This design comes from an exercise in tuning for small area, a short achievable clock period and few clock cycles per item on the open sky130 flow, not from production work.
Only simulation tests tie the RTL to the original design; equivalence was not proved.

== the baseline ==
==> flow/design.v (excerpt) <==
module vpu_lane_array #(
  parameter int DATA_W  = 32,
  parameter int LANES   = 4,
  parameter int OP_W    = 10,
  parameter int LATENCY = 3,
  parameter int LEN_W   = 16
) (
  input  logic                    clk,
  input  logic                    rst,
  input  logic                    start,
  input  logic [OP_W-1:0]         opcode,
  input  logic [LEN_W-1:0]        vec_len,
  input  logic                    in_valid,
  output logic                    in_ready,
  input  logic [LANES*DATA_W-1:0] operand0,
  input  logic [LANES*DATA_W-1:0] operand1,
  output logic                    out_valid,
  input  logic                    out_ready,
  output logic [LANES*DATA_W-1:0] result_out,
  output logic                    out_last,
  output logic                    busy,
  output logic                    done
);
Size: roughly 13000 cells after synthesis, about 710 flip-flops, roughly 420 I/O pins, roughly 100000 µm² of cells after synthesis.
export LEC_CHECK = 0
export CAP_MARGIN = 20
export CORE_MARGIN = 2
export CORE_UTILIZATION = 60
export PLACE_DENSITY = 0.7
export SLEW_MARGIN = 20
create_clock -name core_clock -period 45.0 [get_ports {clk}]
standard.sh (not shown) runs the stock make flow with config.mk's settings and CLKGATE_MAP_FILE= SYNTH_SCRIPT=/design/flow/synth_recipe.tcl, a recipe that flattens the netlist after the stock synthesis.
==> flow/flow/run.sh <==
#!/bin/bash
# The standard layout, with the port buffers made from sky130_fd_sc_hd__buf_2
# (ORFS's buffer_ports otherwise picks clkdlybuf4s50_1, a slow delay cell).
set -euo pipefail
export BUFFER_PORTS_ARGS="-buffer_cell sky130_fd_sc_hd__buf_2"
bash standard.sh > standard.log 2>&1
Both conditions hold for the baseline: the flow ran to the end and the final layout passed the timing, DRC and antenna checks.
Testbench counts of the baseline, summed over its fixed seeds: cycles 19,703, beats 16,078.
diff inputs: the baseline => the candidate
--- a/flow/design.v
+++ b/flow/design.v
@@ -68,15 +68,14 @@
   logic             s0v_q, s0l_q;    
   logic [W-1:0]     a_q, b_q;
   logic             mv_q, ml_q;      
   logic             kv_q, kl_q;      
   logic [W-1:0]     k_q;
   logic             rv_q, rl_q;      
   logic [W-1:0]     r_q;
-  logic [LANES-1:0] rvl_q;
   logic [LANES*MW-1:0] m_d;          
   logic [W-1:0]     c;               
   logic             ph_q;            
   logic op_add, op_sub, op_mul, op_relu, op_drel, op_max, op_min;
   assign in_ready   = rdy_o_q;
   assign out_valid  = rv_q;
   assign result_out = r_q;
@@ -193,29 +192,26 @@
       rdy_o_q <= 1'b0;
       rem_q  <= '0;
       s0v_q  <= 1'b0;
       ph_q   <= 1'b0;
       mv_q   <= 1'b0;
       kv_q   <= 1'b0;
       rv_q   <= 1'b0;
-      rvl_q  <= '0;
     end else begin
       busy_q <= busy_d;
       done_q <= (accept && vec_len == '0) || fin;
       rdy_q  <= rdy_d;
       rdy_o_q <= rdy_d;
       if (accept) rem_q <= vec_len;
       else if (in_fire) rem_q <= rem_q - LEN_W'(1);
       s0v_q  <= s0v_d;
       ph_q   <= ph_d;
       if (!kv_q) mv_q <= s0v_q && s0_done;
       kv_q   <= kv_d;
       if (r_take) rv_q <= kv_q || mv_q;
-      for (int i = 0; i < LANES; i++)
-        if (!rvl_q[i] || out_ready) rvl_q[i] <= kv_q || mv_q;
     end
   end
   always_ff @(posedge clk) begin
     if (accept) begin
       op_add  <= opcode == OP_W'(0);
       op_sub  <= opcode == OP_W'(1);
       op_relu <= opcode == OP_W'(2);
@@ -235,18 +231,18 @@
       b_q[1*DATA_W +: 23] <= b_q[3*DATA_W +: 23];
     end
     if (!kv_q) ml_q <= s0l_q;
     if (!kv_q) begin
       k_q  <= c;
       kl_q <= ml_q;
     end
-    if (r_take) rl_q <= kv_q ? kl_q : ml_q;
-    for (int i = 0; i < LANES; i++)
-      if (!rvl_q[i] || out_ready)
-        r_q[i*DATA_W +: DATA_W] <= kv_q ? k_q[i*DATA_W +: DATA_W] : c[i*DATA_W +: DATA_W];
+    if (r_take) begin
+      r_q  <= kv_q ? k_q : c;
+      rl_q <= kv_q ? kl_q : ml_q;
+    end
   end
 endmodule
 module mul24_dadda (
   input  logic [23:0] a,
   input  logic [23:0] b,
   output logic [47:0] r0,
   output logic [47:0] r1
Notes after the runs:
- The candidate vs the baseline, worst setup path startpoint: out_ready vs a_q[42]$_DFFE_PP_
- Looking at the candidate and the baseline, the starting density of the core is a wash.
- Each of the runs, namely the candidate and the baseline, reached the end of the flow and came out clean.
- The type of the worst setup path comes out flop to flop in one run and primary input to flop in the other, namely in the baseline and the candidate respectively.
- Compared with the baseline, in the candidate total routing usage reported by global routing level; post-layout minimum cycle time moved up; post-layout instance area moved down; setup slack after layout moved down.
Testbench counts of the candidate, summed over its fixed seeds: cycles 19,703, beats 16,078.

[re-timing with driven ports]
The flow's constraints put no driver on any port. The routed layouts listed below were extracted and timed again, unchanged, in two steps. Step 1 (the two cells are an assumption about what drives the block):
set clk [get_ports {clk}]
set_driving_cell -lib_cell sky130_fd_sc_hd__clkbuf_16 $clk
set_driving_cell -lib_cell sky130_fd_sc_hd__buf_2 [delete_from_list [all_inputs] $clk]
Step 2 adds t to the input delays and takes it off the output delays; t is the mean of the earliest and latest rising clock arrival at the registers after step 1. Input paths then give back, and output paths get back, about the clock's delay inside the block. Three values: ideal ports, drivers, drivers and shift; two values: the first two.
run | shift t [ns] | slack for setup (ns) | worst data-port slew with drivers (ns) | pins driven straight from the clock port
the baseline | 0.842 | 34.464 / 34.460 / 34.464 | 0.20 | 1
the candidate | 0.843 | 34.225 / 34.291 / 33.448 | 0.07 | 1
After both steps setup and hold are still met in every run listed. For the candidate, which loses most, drivers alone change the setup slack by +0.066 ns; drivers and shift together by -0.777 ns.
